This is an optimization exercise on Yosys and OpenROAD, whose aim is a short achievable clock period and few clock cycles, not a production implementation. The RTL was checked by simulation tests, not by an equivalence proof against the original design. Power and IR drop assume default switching activity.

### config.mk
export PLATFORM = sky130hd
export DESIGN_NAME = pipeTop
export DESIGN_NICKNAME = pipeTop
export VERILOG_FILES = /design/flow/design.v
export SDC_FILE = /design/flow/constraint.sdc
export NUM_CORES = 4
export LEC_CHECK = 0
export CAP_MARGIN = 20
export CORE_MARGIN = 2
export CORE_UTILIZATION = 60
export SETUP_SLACK_MARGIN = 1.8
export SLEW_MARGIN = 20
export TNS_END_PERCENT = 5
### constraint.sdc
create_clock -name core_clock -period 4.0 [get_ports {CLK}]
set_input_delay 0.8000 -clock core_clock [delete_from_list [all_inputs] [get_ports {CLK}]]
set_output_delay 0.8000 -clock core_clock [all_outputs]
set_load 0.01 [all_outputs]
### design.v
package pipePkg;
	localparam int DATA_W     = 16;
	localparam int REG_IDX_W  = 4;
	localparam int NREG       = 16;
	localparam int IMEM_DEPTH = 64;
	localparam int OFF_W      = 10;
	localparam int OP_MOV  = 31;
	localparam int OP_SUB3 = 30;
	localparam int OP_ADD4 = 29;
	localparam int OP_ADD1 = 28;
	localparam int RA_LSB  = 4;
	localparam int XA_LSB  = 0;
	localparam int CW_W = 11;
	typedef logic [DATA_W-1:0] dataT;
	typedef logic [OFF_W-1:0]  offT;
endpackage
`timescale 1ns/1ps
module apbHostPort
(
	input  logic        CLK,
	input  logic        RSTB,
	input  logic        PSEL,
	input  logic        PENABLE,
	input  logic        PWRITE,
	input  logic [11:0] PADDR,
	input  logic [31:0] PWDATA,
	output logic [31:0] PRDATA,
	output logic        PREADY,
	output logic        PSLVERR,
	input  logic        busy,        
	input  logic        busyRd,      
	input  logic        pcFlag,      
	input  logic [15:0] rfRdata,     
	output logic [3:0]  rfRaddr,
	output logic        hostImemSetup,
	output logic        imemWe,
	output logic        rfWe,
	output logic        runStart,
	output logic [5:0]  wIdx,
	output logic [31:0] wData
);
	logic setup;
	logic inImem;
	logic inReg;
	logic isCtrl;
	logic isPc;
	logic err;
	logic wImemQ;
	logic wRegQ;
	logic wCtrlQ;
	logic [15:0] rdQ;
	logic [15:0] rdMux;
	assign setup  = PSEL & ~PENABLE;
	assign inImem = (PADDR[11:8] == 4'h0);
	assign inReg  = (PADDR[11:6] == 6'b0001_00);
	assign isCtrl = (PADDR[11:2] == 10'h080);
	assign isPc   = (PADDR[11:2] == 10'h081);
	assign err = ~(inImem | inReg | isCtrl | isPc)
		| ((inImem | inReg) & busy)
		| (isPc & PWRITE);
	assign rfRaddr = PADDR[5:2];
	assign hostImemSetup = setup & PWRITE & inImem & ~busy;
	always_comb
	begin
		if (inReg)
			rdMux = rfRdata;
		else if (isCtrl)
			rdMux = {14'b0, busyRd, busyRd};
		else if (isPc)
			rdMux = {9'b0, pcFlag, 6'b0};
		else
			rdMux = '0;
	end
	always_ff @(posedge CLK or negedge RSTB)
	begin
		if (!RSTB)
		begin
			PSLVERR <= 1'b0;
			wImemQ  <= 1'b0;
			wRegQ   <= 1'b0;
			wCtrlQ  <= 1'b0;
		end
		else
		begin
			PSLVERR <= err;
			wImemQ <= hostImemSetup;
			wRegQ  <= setup & PWRITE & inReg & ~busy;
			wCtrlQ <= setup & PWRITE & isCtrl & PWDATA[0] & ~busy;
		end
	end
	always_ff @(posedge CLK)
	begin
		rdQ   <= rdMux;
		wIdx  <= PADDR[7:2];
		wData <= PWDATA;
	end
	assign PREADY = 1'b1;
	assign PRDATA = {16'b0, rdQ};
	assign imemWe   = wImemQ;
	assign rfWe     = wRegQ;
	assign runStart = wCtrlQ;
endmodule
`timescale 1ns/1ps
module instrFetch
(
	input  logic                 CLK,
	input  logic                 imemWe,
	input  logic [5:0]           wIdx,
	input  logic [pipePkg::CW_W-1:0] wWord,
	input  logic [5:0]           rdIdx,
	output logic [pipePkg::CW_W-1:0] rdWord
);
	logic [pipePkg::CW_W-1:0] imem [64];
	logic [pipePkg::CW_W-1:0] grp  [8];
	always_ff @(posedge CLK)
	begin
		if (imemWe)
			imem[wIdx] <= wWord;
	end
	always_ff @(posedge CLK)
	begin
		for (int j = 0; j < 8; j++)
			grp[j] <= imem[{j[2:0], rdIdx[2:0]}];
	end
	assign rdWord = grp[rdIdx[5:3]];
endmodule
`timescale 1ns/1ps
module decodeRegFile
(
	input  logic                   CLK,
	input  logic                   rfWe,
	input  logic [3:0]             wIdx,
	input  pipePkg::dataT          wData,
	input  logic [3:0]             rfRaddr,
	output pipePkg::dataT          rfRdata,
	input  logic [16*4-1:0]        tSrc,
	input  logic [16*pipePkg::OFF_W-1:0] tOff,
	input  logic                   permute,
	input  logic                   addStep
);
	pipePkg::dataT regs [16];
	pipePkg::dataT sum  [16];
	assign rfRdata = regs[rfRaddr];
	for (genvar i = 0; i < 16; i++)
	begin : g_reg
		addStage u_add (
			.src(regs[i]),
			.off(tOff[i*pipePkg::OFF_W +: pipePkg::OFF_W]),
			.sum(sum[i])
		);
		always_ff @(posedge CLK)
		begin
			if (permute)
				regs[i] <= regs[tSrc[i*4 +: 4]];
			else if (addStep)
				regs[i] <= sum[i];
			else if (rfWe && wIdx == 4'(i))
				regs[i] <= wData;
		end
	end
endmodule
`timescale 1ns/1ps
module subtractStage
(
	input  logic                     CLK,
	input  logic                     RSTB,
	input  logic                     hostImemSetup,  
	input  logic [5:0]               hostIdx,
	input  logic [pipePkg::CW_W-1:0] hostWord,
	input  logic                     imemWe,         
	input  logic [pipePkg::CW_W-1:0] fetchWord,      
	output logic [5:0]               fetchIdx,
	output logic                     pDone,          
	output logic [16*4-1:0]          tSrc,
	output logic [16*pipePkg::OFF_W-1:0] tOff
);
	localparam int OW = pipePkg::OFF_W;
	typedef enum logic [2:0] {S_IDLE, S_F1, S_F2, S_A1, S_HOSTW} stT;
	stT           st;
	logic [6:0]   p;
	logic [pipePkg::CW_W-1:0] cw;
	logic [5:0]   cwIdx;
	logic         cwWr;
	logic         cwSub;
	logic         cwAdd;
	logic [3:0]   cwRa;
	logic [3:0]   cwXa;
	logic         idxZero;
	logic         idxEqP;
	logic         idxLtP;
	logic         accept;
	logic         restart;
	logic         a2V;
	logic [3:0]   a2Src;
	logic [OW-1:0] a2Off;
	logic [OW-1:0] a2C;
	logic         a2Wr;
	logic [3:0]   a2Ra;
	logic         a2Zero;
	logic         bV;
	logic [3:0]   bSrc;
	logic [OW-1:0] bOff;
	logic         bWr;
	logic [3:0]   bRa;
	logic         bZero;
	logic [OW-1:0] cOff;
	assign {cwWr, cwSub, cwAdd, cwRa, cwXa} = cw;
	assign idxZero = (cwIdx == 6'd0);
	assign idxEqP  = ({1'b0, cwIdx} == p);
	assign idxLtP  = ({1'b0, cwIdx} < p);
	assign pDone    = p[6] & ~a2V & ~bV;
	assign fetchIdx = p[5:0];
	assign accept  = ((st == S_HOSTW) && imemWe && (idxEqP || idxZero))
		|| ((st == S_A1) && !hostImemSetup);
	assign restart = (st == S_HOSTW) && imemWe && idxLtP && !idxZero;
	always_comb
	begin
		case ({cwSub, cwAdd})
			2'b10:   cOff = OW'(-3);
			2'b01:   cOff = OW'(4);
			2'b11:   cOff = OW'(1);
			default: cOff = '0;
		endcase
	end
	always_ff @(posedge CLK or negedge RSTB)
	begin
		if (!RSTB)
		begin
			st  <= S_IDLE;
			p   <= '0;
			a2V <= 1'b0;
			bV  <= 1'b0;
		end
		else
		begin
			if (accept)
				p <= {1'b0, cwIdx} + 7'd1;
			else if (restart)
				p <= '0;
			a2V <= accept;
			bV  <= a2V;
			if (hostImemSetup)
				st <= S_HOSTW;
			else
			begin
				case (st)
					S_IDLE:  st <= (!p[6] && !a2V && !bV) ? S_F1 : S_IDLE;
					S_F1:    st <= S_F2;
					S_F2:    st <= S_A1;
					default: st <= S_IDLE;
				endcase
			end
		end
	end
	always_ff @(posedge CLK)
	begin
		if (hostImemSetup)
		begin
			cw    <= hostWord;
			cwIdx <= hostIdx;
		end
		else if (st == S_F2)
		begin
			cw    <= fetchWord;
			cwIdx <= p[5:0];
		end
		if (idxZero)
		begin
			a2Src <= cwXa;
			a2Off <= '0;
		end
		else if (bV && bWr && bRa == cwXa)
		begin
			a2Src <= bSrc;
			a2Off <= bOff;
		end
		else if (bV && bZero)
		begin
			a2Src <= cwXa;
			a2Off <= '0;
		end
		else
		begin
			a2Src <= tSrc[cwXa*4 +: 4];
			a2Off <= tOff[cwXa*OW +: OW];
		end
		a2C    <= cOff;
		a2Wr   <= cwWr;
		a2Ra   <= cwRa;
		a2Zero <= idxZero;
		bSrc  <= a2Src;
		bOff  <= a2Off + a2C;
		bWr   <= a2Wr;
		bRa   <= a2Ra;
		bZero <= a2Zero;
		if (bV)
		begin
			for (int i = 0; i < 16; i++)
			begin
				if (bWr && bRa == 4'(i))
				begin
					tSrc[i*4 +: 4]   <= bSrc;
					tOff[i*OW +: OW] <= bOff;
				end
				else if (bZero)
				begin
					tSrc[i*4 +: 4]   <= 4'(i);
					tOff[i*OW +: OW] <= '0;
				end
			end
		end
	end
endmodule
`timescale 1ns/1ps
module addStage
(
	input  pipePkg::dataT src,
	input  pipePkg::offT  off,
	output pipePkg::dataT sum
);
	assign sum = src + {{(pipePkg::DATA_W - pipePkg::OFF_W){off[pipePkg::OFF_W-1]}}, off};
endmodule
`timescale 1ns/1ps
module pipeTop
(
	input  logic        CLK,
	input  logic        RSTB,
	input  logic        PSEL,
	input  logic        PENABLE,
	input  logic        PWRITE,
	input  logic [11:0] PADDR,
	input  logic [31:0] PWDATA,
	output logic [31:0] PRDATA,
	output logic        PREADY,
	output logic        PSLVERR
);
	logic        busy;
	logic        busyRd;
	logic        pcFlag;
	logic        addPh;
	logic        permute;
	logic [15:0] rfRdata;
	logic [3:0]  rfRaddr;
	logic        hostImemSetup;
	logic        imemWe;
	logic        rfWe;
	logic        runStart;
	logic [5:0]  wIdx;
	logic [31:0] wData;
	logic [pipePkg::CW_W-1:0] hostWord;
	logic [pipePkg::CW_W-1:0] wWord;
	logic [pipePkg::CW_W-1:0] fetchWord;
	logic [5:0]  fetchIdx;
	logic        pDone;
	logic [16*4-1:0] tSrc;
	logic [16*pipePkg::OFF_W-1:0] tOff;
	assign hostWord = {(|PWDATA[31:28]), PWDATA[30] | PWDATA[28], PWDATA[29] | PWDATA[28], PWDATA[7:0]};
	assign wWord    = {(|wData[31:28]), wData[30] | wData[28], wData[29] | wData[28], wData[7:0]};
	assign permute = busy & ~addPh & pDone;
	assign busyRd  = busy & ~permute & ~addPh;
	always_ff @(posedge CLK or negedge RSTB)
	begin
		if (!RSTB)
		begin
			busy   <= 1'b0;
			pcFlag <= 1'b0;
			addPh  <= 1'b0;
		end
		else
		begin
			if (runStart)
				busy <= 1'b1;
			else if (addPh)
				busy <= 1'b0;
			addPh <= permute;
			if (addPh)
				pcFlag <= 1'b1;
		end
	end
	apbHostPort u_apbHostPort (
		.CLK, .RSTB, .PSEL, .PENABLE, .PWRITE, .PADDR, .PWDATA,
		.PRDATA, .PREADY, .PSLVERR,
		.busy, .busyRd, .pcFlag, .rfRdata, .rfRaddr,
		.hostImemSetup, .imemWe, .rfWe, .runStart, .wIdx, .wData
	);
	instrFetch u_instrFetch (
		.CLK, .imemWe, .wIdx, .wWord,
		.rdIdx(fetchIdx), .rdWord(fetchWord)
	);
	subtractStage u_compiler (
		.CLK, .RSTB, .hostImemSetup, .hostIdx(PADDR[7:2]), .hostWord,
		.imemWe, .fetchWord, .fetchIdx, .pDone, .tSrc, .tOff
	);
	decodeRegFile u_regFile (
		.CLK, .rfWe, .wIdx(wIdx[3:0]), .wData(wData[15:0]),
		.rfRaddr, .rfRdata, .tSrc, .tOff, .permute, .addStep(addPh)
	);
endmodule
### run.sh
#!/bin/bash
# synth_recipe.tcl (not shown) runs the flow's synth.tcl, then flattens the netlist and writes it again
# the make line also repeats each setting of config.mk as NAME=value (left out here)
make -C /OpenROAD-flow-scripts/flow DESIGN_CONFIG=/design/flow/config.mk WORK_HOME=/design/flow/orfs CLKGATE_MAP_FILE= SYNTH_SCRIPT=/design/flow/synth_recipe.tcl finish
==> results of run 1 <==
==> per-stage QoR <==
stage / setup slack (ns) / std cells / area (um2) / util / total power, mW
floorplan: 1.37 / 10991 / 104000 / - / 24.9
global placement: 0.711 / 13028 / 110000 / 0.641 / 29.7
detailed placement: 0.648 / 13030 / 110000 / 0.641 / 30.3
CTS: 1.06 / 13662 / 121000 / 0.701 / 45.4
==> synthesized netlist by cell type (32+ instances only) <==
master	number	area, um2
or3_1	50	313
dfxtp_1	173	3460
nand3_1	196	981
a211oi_1	188	1410
o2bb2ai_1	43	377
o221ai_1	85	744
o21a_1	60	450
edfxtp_1	1201	36100
nor2_1	710	2670
and3_1	79	494
nor2b_1	205	1280
nand2_1	1018	3820
o21ai_0	686	3430
xor2_1	61	534
a21o_1	103	773
mux2i_1	313	3130
ha_1	259	3240
buf_2	290	1450
o211ai_1	110	826
a221o_1	38	380
o31ai_1	35	263
mux4_2	312	7030
a31oi_1	150	938
nand2b_1	92	576
clkbuf_1	775	2910
and2_1	262	1640
buf_1	100	375
a22oi_1	381	2860
xnor2_1	131	1150
a311oi_1	34	298
o22ai_1	207	1290
nor3_1	183	916
o32ai_1	48	420
mux2_2	170	1910
a221oi_1	217	1900
o2111ai_1	32	280
a32o_1	72	721
a32oi_1	191	1670
a21oi_1	848	4240
inv_1	166	623
a22o_1	160	1400
a222oi_1	39	390
==> per-layer routing <==
layer	track usage	overflow
met1	0.981	1442
met4	1.01	1897
met5	0.864	188
met3	0.955	1264
met2	1.08	4139
==> worst max path at each step <==
| stage | startpoint | end | slack (ns) | cells past startpoint |
|---|---|---|---|---|
| 2_1_floorplan | u_regFile.regs[1][0] | u_regFile.regs[1][12] | 1.37 | 9 |
| 3_3_place_gp | u_regFile.regs[11][14] | u_regFile.regs[1][14] | 0.71 | 8 |
| 3_5_place_dp | PWRITE | u_compiler.p[4] | 0.65 | 9 |
| 4_1_cts | u_compiler.bRa[2] | u_compiler.tOff[42] | 1.06 | 3 |
==> logic make-up after synthesis <==
group / count (synthesis) / share of synthesized area
xor+xnor: 192 / 0.0161
flops: 1392 / 0.384
mux: 795 / 0.116
buf+inv: 1371 / 0.0539
fa+ha+maj: 275 / 0.0342
compound gates: 3970 / 0.262
simple gates: 2979 / 0.135
other cells: 2 / 0.0000721
==> power by group through the flow <==
stage,logic (mW),registers (mW),clock network [mW]
after CTS,12.8,18.8,13.8
after global placement,10.7,19.0,0
after detailed placement,11.2,19.1,0
after floorplan,7.51,17.4,0
==> timing repair <==
item,CTS
hold buffers,0
buffers inserted,341
pin swaps,113
endpoints found under the setup margin,1609
cloned,25
endpoints found under the hold margin,0
resized for setup,394
==> results.toml, run 1 <==
[grt]
grt_pass1_wl_mm = 1250
first_global_vias = 134875
overflow = 8930
track_usage = 1.00
grt_max_degree = 95

[floorplan]
start_util = 0.605
pin_count = 83
fp-row-count = 152
chipWidth_um = 421
die_h_um = 421

[placement]
portBuffers = 51
gp_congestion = 1.45
post-dp-hpwl_mm = 488

[clock_network]
numCtsBuffers = 143
h-tree-depth = 4
cts-root-buf = "clkbuf_16"
cts.sinks = 1392
cts_buffer_depth = 3

[outcome]
lastStage = "global routing"
stop_error = "[ERROR GRT-0116] Global routing finished with congestion. Check the congestion regions in the DRC Viewer."
status = "did not finish"

[logic_synthesis]
synth_edf_count = 1201
ys_ff_latch = 1392
synth.distinct_cells = 109
async_reset_ff_frac = 0.0129
ys_warn_count = 9
syn_area_per_cell_um2 = 9.49
syn_area_mm2 = 0.104
synth_seq_area_share = 0.384
synthCells = 10976
synth_top_flop_cell = "edfxtp_1"
Testbench counts, summed over its fixed seeds: cycles 10,816.
==> run 2: changes to the inputs <==
--- a/design.v
+++ b/design.v
@@ -35,4 +35,7 @@
 	output logic        hostImemSetup,
-	output logic        imemWe,
 	output logic        rfWe,
+	output logic [15:0] rfWeOH,      
+	output logic [7:0]  imemRowHi,   
+	output logic [7:0]  imemRowLo,
+	output logic        imemWe,
 	output logic        runStart,
@@ -48,4 +51,5 @@
 	logic wImemQ;
-	logic wRegQ;
 	logic wCtrlQ;
+	logic wRegQ;
+	logic hostRegSetup;
 	logic [15:0] rdQ;
@@ -62,2 +66,3 @@
 	assign hostImemSetup = setup & PWRITE & inImem & ~busy;
+	assign hostRegSetup  = setup & PWRITE & inReg & ~busy;
 	always_comb
@@ -79,4 +84,7 @@
 			wImemQ  <= 1'b0;
-			wRegQ   <= 1'b0;
 			wCtrlQ  <= 1'b0;
+			wRegQ   <= 1'b0;
+			rfWeOH  <= '0;
+			imemRowHi <= '0;
+			imemRowLo <= '0;
 		end
@@ -86,4 +94,11 @@
 			wImemQ <= hostImemSetup;
-			wRegQ  <= setup & PWRITE & inReg & ~busy;
+			wRegQ  <= hostRegSetup;
 			wCtrlQ <= setup & PWRITE & isCtrl & PWDATA[0] & ~busy;
+			for (int k = 0; k < 16; k++)
+				rfWeOH[k] <= hostRegSetup & (PADDR[5:2] == 4'(k));
+			for (int k = 0; k < 8; k++)
+			begin
+				imemRowHi[k] <= hostImemSetup & (PADDR[7:5] == 3'(k));
+				imemRowLo[k] <= hostImemSetup & (PADDR[4:2] == 3'(k));
+			end
 		end
@@ -106,4 +121,4 @@
 	input  logic                 CLK,
-	input  logic                 imemWe,
-	input  logic [5:0]           wIdx,
+	input  logic [7:0]           rowHi,
+	input  logic [7:0]           rowLo,
 	input  logic [pipePkg::CW_W-1:0] wWord,
@@ -116,4 +131,5 @@
 	begin
-		if (imemWe)
-			imem[wIdx] <= wWord;
+		for (int w = 0; w < 64; w++)
+			if (rowHi[w / 8] && rowLo[w % 8])
+				imem[w] <= wWord;
 	end
@@ -130,3 +146,5 @@
 	input  logic                   CLK,
-	input  logic                   rfWe,
+	input  logic                   RSTB,
+	input  logic                   rfWe,           
+	input  logic [15:0]            rfWeOH,         
 	input  logic [3:0]             wIdx,
@@ -137,23 +155,112 @@
 	input  logic [16*pipePkg::OFF_W-1:0] tOff,
-	input  logic                   permute,
-	input  logic                   addStep
+	input  logic                   tChange,        
+	input  logic                   runPending,     
+	input  logic                   tDone,          
+	output logic                   applyNow
 );
+	localparam int OW = pipePkg::OFF_W;
+	localparam int HW = pipePkg::DATA_W - OW;
 	pipePkg::dataT regs [16];
-	pipePkg::dataT sum  [16];
+	pipePkg::dataT shad [16];
+	logic [15:0]   fresh;
+	logic          applyQ;
+	logic          replay;
+	logic [3:0]    rpK;
+	logic          rvV;
+	logic [3:0]    rvK;
+	pipePkg::dataT rvVal;
+	logic          bcV;
+	logic [3:0]    bcK;
+	pipePkg::dataT bcValD;
+	pipePkg::dataT bcVal;
+	logic [HW-1:0] bcHiP1;
+	logic [HW-1:0] bcHiM1;
+	logic          b2V;
+	logic          b2Clean;   
+	logic [3:0]    b2K;
+	pipePkg::dataT b2Val;
+	logic [HW-1:0] b2HiP1;
+	logic [HW-1:0] b2HiM1;
+	logic [15:0]   c5;        
 	assign rfRdata = regs[rfRaddr];
+	always_comb
+	begin
+		rpK = 4'd0;
+		for (int k = 15; k >= 0; k--)
+			if (!fresh[k])
+				rpK = 4'(k);
+	end
+	assign replay   = runPending & tDone & ~(&fresh) & ~rvV & ~bcV & ~b2V;
+	assign applyNow = runPending & tDone & (&fresh) & ~rvV & ~bcV & ~b2V;
+	assign bcValD = rvV ? rvVal : wData;
+	always_ff @(posedge CLK or negedge RSTB)
+	begin
+		if (!RSTB)
+		begin
+			rvV    <= 1'b0;
+			bcV    <= 1'b0;
+			b2V    <= 1'b0;
+			b2Clean <= 1'b0;
+			fresh  <= '0;
+			applyQ <= 1'b0;
+		end
+		else
+		begin
+			rvV    <= replay;
+			bcV    <= rvV | rfWe;
+			b2V    <= bcV;
+			b2Clean <= ~tChange;
+			applyQ <= applyNow;
+			if (tChange || applyQ)
+				fresh <= '0;
+			else if (b2V && b2Clean)
+				fresh[b2K] <= 1'b1;
+		end
+	end
+	always_ff @(posedge CLK)
+	begin
+		rvK    <= rpK;
+		rvVal  <= regs[rpK];
+		bcK    <= rvV ? rvK : wIdx;
+		bcVal  <= bcValD;
+		bcHiP1 <= bcValD[pipePkg::DATA_W-1:OW] + HW'(1);
+		bcHiM1 <= bcValD[pipePkg::DATA_W-1:OW] - HW'(1);
+		b2K    <= bcK;
+		b2Val  <= bcVal;
+		b2HiP1 <= bcHiP1;
+		b2HiM1 <= bcHiM1;
+	end
 	for (genvar i = 0; i < 16; i++)
 	begin : g_reg
-		addStage u_add (
-			.src(regs[i]),
-			.off(tOff[i*pipePkg::OFF_W +: pipePkg::OFF_W]),
-			.sum(sum[i])
+		logic [5:0]    lo5;
+		logic [5:0]    mid5;
+		logic [HW-1:0] hi;
+		logic          sgn;
+		addStage #(.W(6)) u_addLo (
+			.a({1'b0, bcVal[4:0]}),
+			.b({1'b0, tOff[i*OW +: 5]}),
+			.cin(1'b0),
+			.sum(lo5)
 		);
+		addStage #(.W(6)) u_addMid (
+			.a({1'b0, b2Val[9:5]}),
+			.b({1'b0, tOff[i*OW + 5 +: 5]}),
+			.cin(c5[i]),
+			.sum(mid5)
+		);
+		assign sgn = tOff[i*OW + OW - 1];
+		assign hi  = (mid5[5] == sgn) ? b2Val[pipePkg::DATA_W-1:OW] : (mid5[5] ? b2HiP1 : b2HiM1);
 		always_ff @(posedge CLK)
 		begin
-			if (permute)
-				regs[i] <= regs[tSrc[i*4 +: 4]];
-			else if (addStep)
-				regs[i] <= sum[i];
-			else if (rfWe && wIdx == 4'(i))
+			if (applyQ)
+				regs[i] <= shad[i];
+			else if (rfWeOH[i])
 				regs[i] <= wData;
+			if (bcV && tSrc[i*4 +: 4] == bcK)
+			begin
+				shad[i][4:0] <= lo5[4:0];
+				c5[i]        <= lo5[5];
+			end
+			if (b2V && tSrc[i*4 +: 4] == b2K)
+				shad[i][pipePkg::DATA_W-1:5] <= {hi, mid5[4:0]};
 		end
@@ -173,2 +280,3 @@
 	output logic                     pDone,          
+	output logic                     tChange,        
 	output logic [16*4-1:0]          tSrc,
@@ -199,2 +307,3 @@
 	logic         a2Zero;
+	logic [15:0]  a2OH;        
 	logic         bV;
@@ -205,3 +314,5 @@
 	logic         bZero;
+	logic [15:0]  bOH;
 	logic [OW-1:0] cOff;
+	logic [OW-1:0] a2Sum;
 	assign {cwWr, cwSub, cwAdd, cwRa, cwXa} = cw;
@@ -211,2 +322,3 @@
 	assign pDone    = p[6] & ~a2V & ~bV;
+	assign tChange  = bV;
 	assign fetchIdx = p[5:0];
@@ -224,2 +336,3 @@
 	end
+	addStage #(.W(OW)) u_add (.a(a2Off), .b(a2C), .cin(1'b0), .sum(a2Sum));
 	always_ff @(posedge CLK or negedge RSTB)
@@ -290,4 +403,6 @@
 		a2Zero <= idxZero;
+		for (int i = 0; i < 16; i++)
+			a2OH[i] <= cwWr & (cwRa == 4'(i));
 		bSrc  <= a2Src;
-		bOff  <= a2Off + a2C;
+		bOff  <= a2Sum;
 		bWr   <= a2Wr;
@@ -295,2 +410,3 @@
 		bZero <= a2Zero;
+		bOH   <= a2OH;
 		if (bV)
@@ -299,3 +415,3 @@
 			begin
-				if (bWr && bRa == 4'(i))
+				if (bOH[i])
 				begin
@@ -315,8 +431,33 @@
 module addStage
+#(
+	parameter int W = 16
+)
 (
-	input  pipePkg::dataT src,
-	input  pipePkg::offT  off,
-	output pipePkg::dataT sum
+	input  logic [W-1:0] a,
+	input  logic [W-1:0] b,
+	input  logic         cin,
+	output logic [W-1:0] sum
 );
-	assign sum = src + {{(pipePkg::DATA_W - pipePkg::OFF_W){off[pipePkg::OFF_W-1]}}, off};
+	localparam int L = $clog2(W);
+	logic [W-1:0] g [L+1];
+	logic [W-1:0] p [L+1];
+	assign g[0] = (a & b) | {{(W-1){1'b0}}, cin & (a[0] ^ b[0])};
+	assign p[0] = a ^ b;
+	for (genvar l = 0; l < L; l++)
+	begin : g_lvl
+		for (genvar i = 0; i < W; i++)
+		begin : g_bit
+			if (i >= (1 << l))
+			begin : g_comb
+				assign g[l+1][i] = g[l][i] | (p[l][i] & g[l][i - (1 << l)]);
+				assign p[l+1][i] = p[l][i] & p[l][i - (1 << l)];
+			end
+			else
+			begin : g_pass
+				assign g[l+1][i] = g[l][i];
+				assign p[l+1][i] = p[l][i];
+			end
+		end
+	end
+	assign sum = p[0] ^ {g[L][W-2:0], cin};
 endmodule
@@ -339,4 +480,3 @@
 	logic        pcFlag;
-	logic        addPh;
-	logic        permute;
+	logic        applyNow;
 	logic [15:0] rfRdata;
@@ -344,4 +484,7 @@
 	logic        hostImemSetup;
-	logic        imemWe;
 	logic        rfWe;
+	logic [15:0] rfWeOH;
+	logic [7:0]  imemRowHi;
+	logic [7:0]  imemRowLo;
+	logic        imemWe;
 	logic        runStart;
@@ -354,2 +497,3 @@
 	logic        pDone;
+	logic        tChange;
 	logic [16*4-1:0] tSrc;
@@ -358,4 +502,3 @@
 	assign wWord    = {(|wData[31:28]), wData[30] | wData[28], wData[29] | wData[28], wData[7:0]};
-	assign permute = busy & ~addPh & pDone;
-	assign busyRd  = busy & ~permute & ~addPh;
+	assign busyRd = busy & ~applyNow;
 	always_ff @(posedge CLK or negedge RSTB)
@@ -366,3 +509,2 @@
 			pcFlag <= 1'b0;
-			addPh  <= 1'b0;
 		end
@@ -372,6 +514,5 @@
 				busy <= 1'b1;
-			else if (addPh)
+			else if (applyNow)
 				busy <= 1'b0;
-			addPh <= permute;
-			if (addPh)
+			if (applyNow)
 				pcFlag <= 1'b1;
@@ -383,6 +524,6 @@
 		.busy, .busyRd, .pcFlag, .rfRdata, .rfRaddr,
-		.hostImemSetup, .imemWe, .rfWe, .runStart, .wIdx, .wData
+		.hostImemSetup, .rfWe, .rfWeOH, .imemRowHi, .imemRowLo, .imemWe, .runStart, .wIdx, .wData
 	);
 	instrFetch u_instrFetch (
-		.CLK, .imemWe, .wIdx, .wWord,
+		.CLK, .rowHi(imemRowHi), .rowLo(imemRowLo), .wWord,
 		.rdIdx(fetchIdx), .rdWord(fetchWord)
@@ -391,7 +532,8 @@
 		.CLK, .RSTB, .hostImemSetup, .hostIdx(PADDR[7:2]), .hostWord,
-		.imemWe, .fetchWord, .fetchIdx, .pDone, .tSrc, .tOff
+		.imemWe, .fetchWord, .fetchIdx, .pDone, .tChange, .tSrc, .tOff
 	);
 	decodeRegFile u_regFile (
-		.CLK, .rfWe, .wIdx(wIdx[3:0]), .wData(wData[15:0]),
-		.rfRaddr, .rfRdata, .tSrc, .tOff, .permute, .addStep(addPh)
+		.CLK, .RSTB, .rfWe, .rfWeOH, .wIdx(wIdx[3:0]), .wData(wData[15:0]),
+		.rfRaddr, .rfRdata, .tSrc, .tOff, .tChange,
+		.runPending(busy), .tDone(pDone), .applyNow
 	);
--- a/config.mk
+++ b/config.mk
@@ -7,7 +7,11 @@
 export LEC_CHECK = 0
+export ABC_CLOCK_PERIOD_IN_PS = 1800
 export CAP_MARGIN = 20
 export CORE_MARGIN = 2
-export CORE_UTILIZATION = 60
+export CORE_UTILIZATION = 62
+export CTS_BUF_LIST = sky130_fd_sc_hd__clkbuf_16
+export CTS_CLUSTER_DIAMETER = 60
+export CTS_CLUSTER_SIZE = 24
 export SETUP_SLACK_MARGIN = 1.8
 export SLEW_MARGIN = 20
-export TNS_END_PERCENT = 5
+export TNS_END_PERCENT = 100
==> run 2 against run 1 <==
The run now finishes clean. Area after synthesis down 24%. Synthesized cell count fell by 45%.
==> results.toml, run 2 <==
[worst_setup_path]
endpoint = "u_regFile.shad[0][10]"
regToRegSetupSlack_ns = 1.39
required_ns = 4.53
cp.arrival_ns = 3.14
rr_startpoint = "u_regFile.b2Val[6]"
r2r-end = "u_regFile.shad[0][10]"
path_max_fanout = 12
worstSetupStartpoint = "u_regFile.b2Val[6]"
crit_path_end_kind = "flip-flop"
reg2reg_depth = 8
path_class = "reg2reg"
cp-start-kind = "flip-flop"

[logic_synthesis]
syn_area_mm2 = 0.0794
synth_most_common_cell = "edfxtp_1"
syn_area_per_cell_um2 = 13.1
synth_seq_area_share = 0.650
synth.distinct_cells = 93
ys_top_cells_by_count = "edfxtp_1, nand2_1, nor2_1"
yosysTopAreaCellShare = 0.557
ys_warn_count = 15
synth_area_leaders = "edfxtp_1, dfxtp_1, nand2_1, ha_1, mux4_2"
synth_top_flop_cell = "edfxtp_1"
async_reset_ff_frac = 0.0384
synthCells = 6068
synth_edf_count = 1473
ys_ff_latch = 1823
synth_top_cell_by_area = "edfxtp_1"

[sta]
finalSetupTns_ns = 0
setup_violations = 0
fmax_mhz = 383
rsz0062_at_grt = "yes"
max_slew_margin = 0.185
slew_violations = 0
hold_viol_final = 0
period_share = 0.654
skew_ns = 0.0450
tightest_slew_ns = 1.22
min_period_ns = 2.61

[routing]
drc_errors = 0
drtAntennaViolNets = 0
drt-total-wl_mm = 267
drtPass1Iterations = 10
initialDrtViolationCount = 9389
vias = 54323
drt-vias-per-instance = 6.71
wl_per_cell_um = 33.0

[clock_network]
clkLatencyLatePin_ns = 0.81
cts-root-buf = "clkbuf_16"
numCtsBuffers = 136
cts_buffer_depth = 3
clk_pin_slew_ns = 0.08
cts_tree = "built"
cts.sinks = 1823
h-tree-depth = 4

[layout]
finalCoreUtilization = 0.718
largestRegisters = "u_instrFetch.imem x704, u_regFile.regs x256, u_regFile.shad x256"
final_cell_mix = "edfxtp_1, nand2_1, nor2_1"
stdcell_area_mm2 = 0.0915
drive_gt1_frac = 0.192
regMostFlops = "u_instrFetch.imem"
area_growth_pct = 15.2
largest_reg_flops = 704
final_common_cell = "edfxtp_1"
layout.nets = 6587

[floorplan]
die-area_mm2 = 0.131
chipWidth_um = 362
start_util = 0.624
pin_count = 83
die_h_um = 362
fp-row-count = 131
core_mm2 = 0.127

[power_and_ir_drop]
irDropWorstVdd_mv = 0.609
leakage_nw = 33.8
power_density_mw_per_mm2 = 560
power_mw = 51.2

[placement]
gp_congestion = 1.02
post-dp-hpwl_mm = 177
portBuffers = 51
place_area_mm2 = 0.0827

[grt]
grt_max_degree = 81
overflow = 0
first_global_vias = 49857
antenna_found_initial = 19
track_usage = 0.401
grt_pass1_wl_mm = 369

[flow_run]
max_cap_violations = 0

[worst_hold_path]
hold_class = "in2async"

[outcome]
status = "no timing/DRC/antenna violations"
run 2: cell count changes after synthesis, moves of 145 or more:
cell | previous run | this run
a21oi_1 | 848 | 270
edfxtp_1 | 1201 | 1473
o21ai_0 | 686 | 156
buf_2 | 290 | 38
nor2b_1 | 205 | 45
a32oi_1 | 191 | 4
mux4_2 | 312 | 94
nor2_1 | 710 | 380
a22oi_1 | 381 | 77
clkbuf_1 | 775 | 264
a211oi_1 | 188 | 43
nand2_1 | 1018 | 781
run 2: worst min path at each step:
stage | cells past startpoint | slack, ns | end | start
3_3_place_gp | 0 | 0.31 | u_compiler.bOH[10] | u_compiler.a2OH[10]
2_1_floorplan | 0 | 0.31 | u_regFile.b2Val[6] | u_regFile.bcVal[6]
4_1_cts | 1 | 0.17 | u_regFile.fresh[6] | RSTB
5_1_grt | 1 | 0.22 | u_regFile.fresh[6] | RSTB
3_5_place_dp | 0 | 0.31 | u_compiler.bOH[5] | u_compiler.a2OH[5]
6_report | 1 | 0.16 | u_apbHostPort.rfWeOH[1] | RSTB
run 2: logic make-up (layout without fill, tap and decap cells):
family | after synthesis | after routing | share of synthesized area
multiplexers | 348 | 348 | 0.0598
other | 2 | 22 | 0.0000946
AO/OA/AOI/OAI | 1043 | 1044 | 0.0900
flip-flops | 1823 | 1823 | 0.650
XOR/XNOR | 250 | 250 | 0.0276
buffers and inverters | 617 | 957 | 0.0314
AND/OR/NAND/NOR | 1766 | 1767 | 0.102
adder cells (fa/ha/maj) | 219 | 219 | 0.0390
run 2: worst max-delay path: stages (launching register included):
cell	delay, ns
dfxtp_4	0.45
buf_8	0.20
ha_1	0.25
a21o_1	0.18
a21o_1	0.20
a21o_1	0.24
a21o_4	0.29
xnor2_1	0.16
mux2_2	0.38
run 2: layout make-up:
class	instances	area, um2
repair buffers	462	4620
diodes	5	12.5
multi-input cells	3645	27400
well taps	1662	2080
clock buffers	140	3500
clock inverters	104	1170
inverters	251	988
flip-flops and latches	1823	51700
fillers	8564	35900
run 2: power by group:
group	total, mW	internal (mW)	switching [mW]
combinational	13.2	5.27	7.91
clock	14.6	7.21	7.36
sequential	23.4	21.8	1.65
total	51.2	34.3	16.9
run 2: timing repair:
action / CTS / global route
setup endpoints to repair: 670 / 308
hold buffers: 0 / 0
gates cloned: 8 / 8
pin swaps: 116 / 82
buffers inserted: 145 / 55
gates resized for setup: 394 / 178
hold endpoints to repair: 0 / 0
run 2: per-layer routing:
metal,global-route usage,part of all wire
met3,0.118,0.15
met4,0.138,0.041
met5,0,0.00015
met1,0.603,0.40
met2,0.559,0.42
run 2: stage by stage:
step | setup WS, ns | instances | hold WS, ns
after global placement | 0.506 | 7627 | 0.310
after global routing | 1.33 | 8087 | 0.216
final | 1.39 | 8092 | 0.159
after detailed placement | 0.471 | 7627 | 0.312
after floorplan | 1.36 | 6083 | 0.309
after CTS | 1.44 | 8024 | 0.168
Testbench counts of run 2, summed over its fixed seeds: cycles 10,816.
==> run 3: changes to the inputs <==
--- a/design.v
+++ b/design.v
@@ -168,2 +168,4 @@
 	logic [3:0]    rpK;
+	logic          rkV;
+	logic [3:0]    rkK;
 	logic          rvV;
@@ -171,15 +173,12 @@
 	pipePkg::dataT rvVal;
-	logic          bcV;
-	logic [3:0]    bcK;
-	pipePkg::dataT bcValD;
-	pipePkg::dataT bcVal;
-	logic [HW-1:0] bcHiP1;
-	logic [HW-1:0] bcHiM1;
-	logic          b2V;
-	logic          b2Clean;   
-	logic [3:0]    b2K;
-	pipePkg::dataT b2Val;
-	logic [HW-1:0] b2HiP1;
-	logic [HW-1:0] b2HiM1;
+	logic          s1V, s2V, s3V;
+	logic [3:0]    s1K, s2K, s3K;
+	pipePkg::dataT s1ValD;
+	logic [9:0]    s1Val;
+	logic [9:5]    s2Val;
+	logic [HW-1:0] s1Hi, s2Hi, s3Hi;
+	logic [HW-1:0] s2HiP1, s3HiP1;
+	logic [HW-1:0] s2HiM1, s3HiM1;
 	logic [15:0]   c5;        
+	logic [15:0]   c10;       
 	assign rfRdata = regs[rfRaddr];
@@ -192,5 +191,5 @@
 	end
-	assign replay   = runPending & tDone & ~(&fresh) & ~rvV & ~bcV & ~b2V;
-	assign applyNow = runPending & tDone & (&fresh) & ~rvV & ~bcV & ~b2V;
-	assign bcValD = rvV ? rvVal : wData;
+	assign replay   = runPending & tDone & ~(&fresh) & ~rkV & ~rvV & ~s1V & ~s2V & ~s3V;
+	assign applyNow = runPending & tDone & (&fresh) & ~rkV & ~rvV & ~s1V & ~s2V;
+	assign s1ValD = rvV ? rvVal : wData;
 	always_ff @(posedge CLK or negedge RSTB)
@@ -199,6 +198,7 @@
 		begin
+			rkV    <= 1'b0;
 			rvV    <= 1'b0;
-			bcV    <= 1'b0;
-			b2V    <= 1'b0;
-			b2Clean <= 1'b0;
+			s1V    <= 1'b0;
+			s2V    <= 1'b0;
+			s3V    <= 1'b0;
 			fresh  <= '0;
@@ -208,6 +208,7 @@
 		begin
-			rvV    <= replay;
-			bcV    <= rvV | rfWe;
-			b2V    <= bcV;
-			b2Clean <= ~tChange;
+			rkV    <= replay;
+			rvV    <= rkV;
+			s1V    <= rvV | rfWe;
+			s2V    <= s1V;
+			s3V    <= s2V;
 			applyQ <= applyNow;
@@ -215,4 +216,4 @@
 				fresh <= '0;
-			else if (b2V && b2Clean)
-				fresh[b2K] <= 1'b1;
+			else if (s1V)
+				fresh[s1K] <= 1'b1;
 		end
@@ -221,12 +222,17 @@
 	begin
-		rvK    <= rpK;
-		rvVal  <= regs[rpK];
-		bcK    <= rvV ? rvK : wIdx;
-		bcVal  <= bcValD;
-		bcHiP1 <= bcValD[pipePkg::DATA_W-1:OW] + HW'(1);
-		bcHiM1 <= bcValD[pipePkg::DATA_W-1:OW] - HW'(1);
-		b2K    <= bcK;
-		b2Val  <= bcVal;
-		b2HiP1 <= bcHiP1;
-		b2HiM1 <= bcHiM1;
+		rkK    <= rpK;
+		rvK    <= rkK;
+		rvVal  <= regs[rkK];
+		s1K    <= rvV ? rvK : wIdx;
+		s1Val  <= s1ValD[9:0];
+		s1Hi   <= s1ValD[pipePkg::DATA_W-1:OW];
+		s2K    <= s1K;
+		s2Val  <= s1Val[9:5];
+		s2Hi   <= s1Hi;
+		s2HiP1 <= s1Hi + HW'(1);
+		s2HiM1 <= s1Hi - HW'(1);
+		s3K    <= s2K;
+		s3Hi   <= s2Hi;
+		s3HiP1 <= s2HiP1;
+		s3HiM1 <= s2HiM1;
 	end
@@ -234,20 +240,22 @@
 	begin : g_reg
-		logic [5:0]    lo5;
-		logic [5:0]    mid5;
-		logic [HW-1:0] hi;
-		logic          sgn;
-		addStage #(.W(6)) u_addLo (
-			.a({1'b0, bcVal[4:0]}),
-			.b({1'b0, tOff[i*OW +: 5]}),
+		logic [4:0] lo5;
+		logic       lo5c;
+		logic [4:0] mid5;
+		logic       mid5c;
+		logic       sgn;
+		addStage #(.W(5)) u_addLo (
+			.a(s1Val[4:0]),
+			.b(tOff[i*OW +: 5]),
 			.cin(1'b0),
-			.sum(lo5)
+			.sum(lo5),
+			.cout(lo5c)
 		);
-		addStage #(.W(6)) u_addMid (
-			.a({1'b0, b2Val[9:5]}),
-			.b({1'b0, tOff[i*OW + 5 +: 5]}),
+		addStage #(.W(5)) u_addMid (
+			.a(s2Val[9:5]),
+			.b(tOff[i*OW + 5 +: 5]),
 			.cin(c5[i]),
-			.sum(mid5)
+			.sum(mid5),
+			.cout(mid5c)
 		);
 		assign sgn = tOff[i*OW + OW - 1];
-		assign hi  = (mid5[5] == sgn) ? b2Val[pipePkg::DATA_W-1:OW] : (mid5[5] ? b2HiP1 : b2HiM1);
 		always_ff @(posedge CLK)
@@ -258,9 +266,14 @@
 				regs[i] <= wData;
-			if (bcV && tSrc[i*4 +: 4] == bcK)
+			if (s1V && tSrc[i*4 +: 4] == s1K)
 			begin
-				shad[i][4:0] <= lo5[4:0];
-				c5[i]        <= lo5[5];
+				shad[i][4:0] <= lo5;
+				c5[i]        <= lo5c;
 			end
-			if (b2V && tSrc[i*4 +: 4] == b2K)
-				shad[i][pipePkg::DATA_W-1:5] <= {hi, mid5[4:0]};
+			if (s2V && tSrc[i*4 +: 4] == s2K)
+			begin
+				shad[i][9:5] <= mid5;
+				c10[i]       <= mid5c;
+			end
+			if (s3V && tSrc[i*4 +: 4] == s3K)
+				shad[i][pipePkg::DATA_W-1:OW] <= (c10[i] == sgn) ? s3Hi : (c10[i] ? s3HiP1 : s3HiM1);
 		end
@@ -295,5 +308,7 @@
 	logic [3:0]   cwXa;
-	logic         idxZero;
+	logic         idxZero;    
 	logic         idxEqP;
 	logic         idxLtP;
+	logic         fwdHit;     
+	logic         fwdZero;    
 	logic         accept;
@@ -318,5 +333,2 @@
 	assign {cwWr, cwSub, cwAdd, cwRa, cwXa} = cw;
-	assign idxZero = (cwIdx == 6'd0);
-	assign idxEqP  = ({1'b0, cwIdx} == p);
-	assign idxLtP  = ({1'b0, cwIdx} < p);
 	assign pDone    = p[6] & ~a2V & ~bV;
@@ -336,3 +348,3 @@
 	end
-	addStage #(.W(OW)) u_add (.a(a2Off), .b(a2C), .cin(1'b0), .sum(a2Sum));
+	addStage #(.W(OW)) u_add (.a(a2Off), .b(a2C), .cin(1'b0), .sum(a2Sum), .cout());
 	always_ff @(posedge CLK or negedge RSTB)
@@ -371,4 +383,9 @@
 		begin
-			cw    <= hostWord;
-			cwIdx <= hostIdx;
+			cw      <= hostWord;
+			cwIdx   <= hostIdx;
+			idxZero <= (hostIdx == 6'd0);
+			idxEqP  <= ({1'b0, hostIdx} == p);
+			idxLtP  <= ({1'b0, hostIdx} < p);
+			fwdHit  <= a2V & a2Wr & (a2Ra == hostWord[3:0]);
+			fwdZero <= a2V & a2Zero;
 		end
@@ -376,4 +393,9 @@
 		begin
-			cw    <= fetchWord;
-			cwIdx <= p[5:0];
+			cw      <= fetchWord;
+			cwIdx   <= p[5:0];
+			idxZero <= (p[5:0] == 6'd0);
+			idxEqP  <= 1'b1;
+			idxLtP  <= 1'b0;
+			fwdHit  <= a2V & a2Wr & (a2Ra == fetchWord[3:0]);
+			fwdZero <= a2V & a2Zero;
 		end
@@ -384,3 +406,3 @@
 		end
-		else if (bV && bWr && bRa == cwXa)
+		else if (fwdHit)
 		begin
@@ -389,3 +411,3 @@
 		end
-		else if (bV && bZero)
+		else if (fwdZero)
 		begin
@@ -438,8 +460,10 @@
 	input  logic         cin,
-	output logic [W-1:0] sum
+	output logic [W-1:0] sum,
+	output logic         cout
 );
-	localparam int L = $clog2(W);
+	localparam int L = (W > 1) ? $clog2(W) : 1;
 	logic [W-1:0] g [L+1];
 	logic [W-1:0] p [L+1];
-	assign g[0] = (a & b) | {{(W-1){1'b0}}, cin & (a[0] ^ b[0])};
+	logic [W-1:0] c;
+	assign g[0] = a & b;
 	assign p[0] = a ^ b;
@@ -461,3 +485,5 @@
 	end
-	assign sum = p[0] ^ {g[L][W-2:0], cin};
+	assign c    = g[L] | ({W{cin}} & p[L]);
+	assign sum  = p[0] ^ {c[W-2:0], cin};
+	assign cout = c[W-1];
 endmodule
==> run 3 against run 2 <==
Still clean on timing, DRC and antenna. Routed wire length up 2.3%. Critical path depth down 2. Global-route usage up 0.62 points. Worst setup slack better by 0.30 ns. Maximum frequency up 13%. Via count up 0.72%. Critical endpoint is now u_compiler.a2Off[6]. Highest routed layer unchanged.
==> results.toml, run 3 <==
[routing]
drt-total-wl_mm = 273
drt-vias-per-instance = 6.68
drc_errors = 0
wl_per_cell_um = 33.4
vias = 54713
drtPass1Iterations = 7
initialDrtViolationCount = 9095
drtAntennaViolNets = 0

[sta]
skew_ns = 0.0325
fin_ws_ns = 1.68
min_period_ns = 2.32
fin_hold_ws_ns = 0.0855
tightest_slew_ns = 1.19
hold_viol_final = 0
rsz0062_at_grt = "yes"
max_slew_margin = 0.206
slew_violations = 0
period_share = 0.579
setup_violations = 0
finalSetupTns_ns = 0
fmax_mhz = 432

[worst_setup_path]
cp.arrival_ns = 2.98
reg2reg_depth = 6
path_max_fanout = 7
cp-start-kind = "flip-flop"
crit_buf_inv = 3
crit_slowest_cell = "mux4_2"
cp_cell_sequence = "buf_12 > buf_16 > buf_16 > mux4_2 > mux4_2 > a22o_1"
required_ns = 4.66
rr_startpoint = "u_compiler.cw[0]"
max_stage_delay_ns = 0.53
regToRegSetupSlack_ns = 1.68
crit_path_end_kind = "flip-flop"
critPathTopFamily = "multiplexers"
path_class = "reg2reg"
r2r-end = "u_compiler.a2Off[6]"

[logic_synthesis]
yosysTopAreaCellShare = 0.554
synth_area_leaders = "edfxtp_1, dfxtp_1, nand2_1, mux4_2, ha_1"
ys_top_cells_by_count = "edfxtp_1, nand2_1, nor2_1"
synth_top_cell_by_area = "edfxtp_1"
syn_area_mm2 = 0.0810
syn_area_per_cell_um2 = 13.0
synth.distinct_cells = 82
synth_most_common_cell = "edfxtp_1"
synth_seq_area_share = 0.647
synth_top_flop_cell = "edfxtp_1"
async_reset_ff_frac = 0.0383
synthCells = 6229
ys_warn_count = 15
synth_edf_count = 1494
ys_ff_latch = 1854

[layout]
final_cell_mix = "edfxtp_1, nand2_1, nor2_1"
drive_gt1_frac = 0.143
largestRegisters = "u_instrFetch.imem x704, u_regFile.regs x256, u_regFile.shad x256"
final_common_cell = "edfxtp_1"
largest_reg_flops = 704
layout.nets = 6601
area_growth_pct = 12.0
regMostFlops = "u_instrFetch.imem"

[grt]
grt_pass1_wl_mm = 377
grt_max_degree = 93
overflow = 0
antenna_found_initial = 13
track_usage = 0.407
first_global_vias = 50534

[flow_run]
max_cap_violations = 0

[power_and_ir_drop]
power_density_mw_per_mm2 = 591
irDropWorstVdd_mv = 0.747
leakage_nw = 32.7

[placement]
portBuffers = 51
gp_congestion = 1.03
pre_cts_slack_ns = 0.610
post-dp-hpwl_mm = 185

[floorplan]
start_util = 0.625
pin_count = 83
core_mm2 = 0.130
die-area_mm2 = 0.134
chipWidth_um = 366
die_h_um = 366
fp-row-count = 132

[clock_network]
cts.sinks = 1854
clk_pin_slew_ns = 0.08
cts-root-buf = "clkbuf_16"
cts_tree = "built"
clkLatencyLatePin_ns = 0.80
numCtsBuffers = 139
h-tree-depth = 4
cts_buffer_depth = 3

[outcome]
status = "no timing/DRC/antenna violations"

[worst_hold_path]
hold_class = "in2async"
[run 3: changes by cell type in the layout (fill, tap and decap cells not counted), sizes merged, moves of 24 or more]
cell	change
a21oi	-45
a222oi	-35
a22o	-24
a22oi	+33
buf	-129
inv	-71
mux2i	-24
nand2b	+73
nor2	+76
nor2b	+28
xnor2	+28
xor2	+34
[run 3: worst max-delay path by stage]
stage | from | end | slack (ns) | cells past startpoint
floorplan | PADDR[9] | u_compiler.cwIdx[0] | 1.81 | 4
global placement | PADDR[3] | u_apbHostPort.rdQ[5] | 0.64 | 9
detailed placement | PADDR[3] | u_apbHostPort.rdQ[15] | 0.61 | 8
CTS | u_compiler.cw[0] | u_compiler.a2Off[0] | 1.66 | 6
global route | u_compiler.p[5] | u_compiler.fwdHit | 1.64 | 6
finish | u_compiler.cw[0] | u_compiler.a2Off[6] | 1.68 | 6
[run 3: routing by layer]
metal	GRT usage	part of all wire	vias to the layer above
met3	0.111	0.14	623
met2	0.574	0.42	4011
li1	-	-	22928
met1	0.602	0.39	27149
met4	0.164	0.046	2
met5	0	0.000048	-
[run 3: layout make-up]
cell class | count | area [um2]
Clock inverter | 107 | 1160
Timing Repair Buffer | 325 | 3370
Multi-Input combinational cell | 3843 | 27300
Sequential cell | 1854 | 52500
Tap cell | 1742 | 2180
Antenna cell | 4 | 10.0
Timing Repair inverter | 1 | 6.26
Clock buffer | 143 | 3580
Fill cell | 8937 | 38900
Inverter | 170 | 664
[run 3: worst register-to-register path, cell delays in order (launching register included)]
cell and delay (ns):
edfxtp_1 0.38, buf_12 0.15, buf_16 0.18, buf_16 0.19, mux4_2 0.53, mux4_2 0.53
a22o_1 0.25
[run 3: metrics by stage]
| step | instances | cell area (um2) | utilization | total power, mW |
|---|---|---|---|---|
| after floorplan | 6244 | 81300 | - | 32.2 |
| after global placement | 7860 | 84300 | 0.650 | 37.1 |
| after global routing | 8185 | 90800 | 0.700 | 55.2 |
| after detailed placement | 7860 | 84300 | 0.650 | 37.4 |
| after CTS | 8153 | 90000 | 0.694 | 52.7 |
| final | 8189 | 90800 | 0.700 | 53.6 |
[run 3: cells by family (layout without fill, tap and decap cells)]
group                    after synthesis  in the layout  synth area share
buffers and inverters                547            746            0.0279
AND/OR/NAND/NOR                     1953           1953             0.112
XOR/XNOR                             312            312            0.0337
adder cells (fa/ha/maj)              218            218            0.0366
AO/OA/AOI/OAI                       1011           1011            0.0834
other                                  2             21         0.0000927
flip-flops                          1854           1854             0.647
multiplexers                         332            332            0.0597
[run 3: repair_timing]
item / CTS / global route
pin swaps: 13 / 21
buffers inserted: 40 / 24
gates resized for setup: 199 / 101
hold buffers: 0 / 0
endpoints found under the setup margin: 650 / 281
cloned: 3 / 8
[run 3: report_power, final]
part / switching, mW / internal, mW
clock: 7.45 / 7.28
sequential: 2.19 / 22.6
combinational: 8.40 / 5.71
Testbench counts of run 3, summed over its fixed seeds: cycles 10,816.
==> run 4: changes to the inputs <==
--- a/design.v
+++ b/design.v
@@ -82,3 +82,2 @@
 		begin
-			PSLVERR <= 1'b0;
 			wImemQ  <= 1'b0;
@@ -92,3 +91,2 @@
 		begin
-			PSLVERR <= err;
 			wImemQ <= hostImemSetup;
@@ -107,3 +105,4 @@
 	begin
-		rdQ   <= rdMux;
+		rdQ     <= rdMux;
+		PSLVERR <= err;
 		wIdx  <= PADDR[7:2];
==> flow/run.sh (new file) <==
#!/bin/bash
# Layout flow: the standard flow, with two changes after synthesis.
#  - Port buffers are buf_4 cells (buffer_ports otherwise picks a delay cell).
#  - Timing repair may resize a cell into another footprint, so those port
#    buffers and other cells can be swapped for faster ones.
# Synthesis is the standard one, run unchanged.
set -o pipefail

bash standard.sh synth > synth.log 2>&1 || { echo "synthesis failed"; exit 1; }

sed -e 's|"\${@:-finish}"|MATCH_CELL_FOOTPRINT=0 BUFFER_PORTS_ARGS="-buffer_cell sky130_fd_sc_hd__buf_4" "${@:-finish}"|' standard.sh > layout.sh
grep -q 'MATCH_CELL_FOOTPRINT=0' layout.sh || { echo "could not set the layout options"; exit 1; }

bash layout.sh > layout.log 2>&1 || { echo "layout failed"; exit 1; }
==> standard.sh (new file) <==
#!/bin/bash
# synth_recipe.tcl (not shown) runs the flow's synth.tcl, then flattens the netlist and writes it again
# the make line also repeats each setting of config.mk as NAME=value (left out here)
make -C /OpenROAD-flow-scripts/flow DESIGN_CONFIG=/design/flow/config.mk WORK_HOME=/design/flow/orfs CLKGATE_MAP_FILE= SYNTH_SCRIPT=/design/flow/synth_recipe.tcl "${@:-finish}"
removed: run.sh
==> run 4 against run 3 <==
Routed wire length fell by 1.0%. Sequential power barely moved. Area after synthesis barely moved. Die area barely moved. First-iteration DRC count rose by 4.6%. Worst hold slack improved by 0.015 ns. Sequential cell count did not move. Utilization fell by 0.094 points. Final cell count fell by 0.42%. Global-route usage fell by 0.66 points. Clock power barely moved.
==> results.toml, run 4 <==
[worst_setup_path]
max_stage_delay_ns = 0.53
path_common_cell = "o221ai_1"
crit_path_end_kind = "flip-flop"
crit_buf_inv = 1
required_ns = 4.59
regToRegSetupSlack_ns = 1.65
rr_startpoint = "u_compiler.p[5]"
worstSetupStartpoint = "u_compiler.p[5]"
reg2reg_depth = 6
path_class = "reg2reg"
crit_slowest_cell = "mux2i_1"
cp-start-kind = "flip-flop"
r2r-end = "u_compiler.fwdHit"
critPathTopFamily = "compound AO/OA/AOI/OAI gates"
cp.arrival_ns = 2.93
cp_cell_sequence = "buf_4 > mux2i_1 > a211oi_1 > o221ai_1 > o221ai_1 > nor4_1"
path_max_fanout = 6

[logic_synthesis]
ys_warn_count = 15
synth_area_leaders = "edfxtp_1, dfxtp_1, nand2_1, mux4_2, ha_1"
synth_most_common_cell = "edfxtp_1"
synthCells = 6203
async_reset_ff_frac = 0.0378
yosysTopAreaCellShare = 0.553
synth_top_flop_cell = "edfxtp_1"
synth_edf_count = 1494
syn_area_per_cell_um2 = 13.1
synth.distinct_cells = 84
syn_area_mm2 = 0.0811
ys_ff_latch = 1854
ys_top_cells_by_count = "edfxtp_1, nand2_1, nor2_1"
synth_seq_area_share = 0.646
synth_top_cell_by_area = "edfxtp_1"

[layout]
final-seq-area_mm2 = 0.0525
stdcell_area_mm2 = 0.0907
final_common_cell = "edfxtp_1"
multiInputGateArea_mm2 = 0.0273
area_growth_pct = 11.8
largestRegisters = "u_instrFetch.imem x704, u_regFile.regs x256, u_regFile.shad x256"
fillerInstances = 8887
final_cell_mix = "edfxtp_1, nand2_1, nor2_1"
drive_gt1_frac = 0.149
layout.nets = 6565
largest_reg_flops = 704
finalCoreUtilization = 0.699
regMostFlops = "u_instrFetch.imem"
instances_no_fill = 8155

[grt]
grt_pass1_wl_mm = 379
antenna_found_initial = 13
first_global_vias = 50618
track_usage = 0.401
grt_max_degree = 66
overflow = 0

[floorplan]
die_h_um = 366
core_mm2 = 0.130
chipWidth_um = 366
pin_count = 83
start_util = 0.626
fp-row-count = 132
die-area_mm2 = 0.134

[power_and_ir_drop]
leakage_nw = 32.7
irDropWorstVdd_mv = 0.554
p_sw_frac = 0.333
switching_power_mw = 17.8
p_clk_frac = 0.276
power_mw = 53.6
comb_power_share = 0.261
p_int_mw = 35.8
power_density_mw_per_mm2 = 591
pwr-share-seq = 0.463

[sta]
min_period_ns = 2.35
finalSetupTns_ns = 0
hold_viol_final = 0
rsz0062_at_grt = "yes"
setup_violations = 0
tightest_slew_ns = 1.11
period_share = 0.587
fin_hold_ws_ns = 0.101
max_slew_margin = 0.262
slew_violations = 0
skew_ns = 0.0300
fmax_mhz = 426
fin_ws_ns = 1.65

[routing]
drtAntennaViolNets = 0
drtPass1Iterations = 9
drt-total-wl_mm = 271
initialDrtViolationCount = 9511
drc_errors = 0
vias = 54464
drt-vias-per-instance = 6.68
wl_per_cell_um = 33.2

[clock_network]
clkLatencyLatePin_ns = 0.80
cts_hold_buf = 0
cts.sinks = 1854
numCtsBuffers = 137
cts_buffer_depth = 3
cts_tree = "built"
h-tree-depth = 4
clk_pin_slew_ns = 0.09
cts-root-buf = "clkbuf_16"

[placement]
place_area_mm2 = 0.0840
portBuffers = 51
pre_cts_slack_ns = 1.02
gp_congestion = 1.02
post-dp-hpwl_mm = 183
dp.cells = 7804

[outcome]
status = "no timing/DRC/antenna violations"

[flow_run]
max_cap_violations = 0

[worst_hold_path]
hold_class = "in2async"
[run 4: cell count changes in the layout (fill, tap and decap cells not counted), sizes merged, moves of 10 or more]
cell           delta
o21ai            -11
clkdlybuf4s50    -30
buf              +27
a21oi            -10
a22oi            -22
nand2            -16
[run 4: worst max-delay path by stage]
stage                            to  cells after the start
3_5_place_dp   u_apbHostPort.rdQ[0]                      8
3_3_place_gp   u_apbHostPort.rdQ[6]                      9
5_1_grt           u_compiler.fwdHit                      7
4_1_cts           u_compiler.fwdHit                      7
6_report          u_compiler.fwdHit                      6
2_1_floorplan   u_regFile.fresh[10]                      9
[run 4: power groups by stage]
stage | combinational, mW | clock [mW] | sequential, mW
3_3_place_gp | 11.6 | 0 | 25.2
5_1_grt | 14.8 | 15.6 | 24.9
3_5_place_dp | 11.8 | 0 | 25.3
6_report | 14.0 | 14.8 | 24.8
2_1_floorplan | 8.57 | 0 | 23.6
4_1_cts | 13.1 | 14.9 | 24.7
[run 4: timing repair]
item,in CTS,in global routing
pin swaps,24,7
cloned,10,3
resized for setup,140,84
setup buffers,50,34
endpoints found under the setup margin,702,189
[run 4: per-layer routing]
| metal | GRT usage | part of all wire | up-vias |
|---|---|---|---|
| met5 | 0 | 0.00013 | - |
| met4 | 0.154 | 0.044 | 4 |
| met3 | 0.100 | 0.14 | 608 |
| li1 | - | - | 22887 |
| met1 | 0.603 | 0.40 | 27082 |
| met2 | 0.564 | 0.42 | 3883 |
[run 4: cell type report]
class / count / share of cell area
timing repair inverter: 1 / 0.000124
clock buffer: 150 / 0.0414
timing repair buffer: 319 / 0.0350
inverter: 166 / 0.00730
multi-input combinational: 3819 / 0.301
tap: 1742 / 0.0240
sequential: 1854 / 0.579
clock inverter: 98 / 0.0114
antenna: 6 / 0.000166
[run 4: logic make-up after synthesis]
logic type               count (synthesis)  share of synthesized area
other                                    2                  0.0000926
flip-flops                            1854                      0.646
AO/OA/AOI/OAI                         1009                     0.0847
buffers and inverters                  546                     0.0279
multiplexers                           338                     0.0604
XOR/XNOR                               312                     0.0337
adder cells (fa/ha/maj)                218                     0.0366
AND/OR/NAND/NOR                       1924                      0.110
Testbench counts of run 4, summed over its fixed seeds: cycles 10,816.

==> port drivers added, routing unchanged <==
The results above use ideal ports. As a check the final layouts listed here were re-extracted and re-timed, cells and wires unchanged. Step 1 (the two cells are an assumption about what drives the block):
set clk [get_ports {CLK}]
set_driving_cell -lib_cell sky130_fd_sc_hd__clkbuf_16 $clk
set_driving_cell -lib_cell sky130_fd_sc_hd__buf_2 [delete_from_list [all_inputs] $clk]
Step 2 times the ports against the registers' clock, not the clock port: input delays grow and output delays shrink by t, the midpoint of the rising clock arrivals with the driver on. a / b / c = no drivers / after step 1 / after step 2; a / b = the first two.
run	t (ns)	setup slack, ns	hold WS [ns]	worst setup path after step 2	worst slew at a driven data input, ns
run 2	0.864	1.386 / 1.386 / 1.040	0.159 / 0.105 / 0.326	input to register	0.09
run 3	0.867	1.683 / 1.683 / 0.998	0.085 / 0.146 / 0.328	input to register	0.14
run 4	0.865	1.654 / 1.654 / 0.864	0.101 / 0.054 / 0.326	input to register	0.25
After both steps setup and hold are still met in every run listed. For run 4, which loses most, drivers alone change the setup slack by 0.000 ns; drivers and shift together by -0.790 ns.
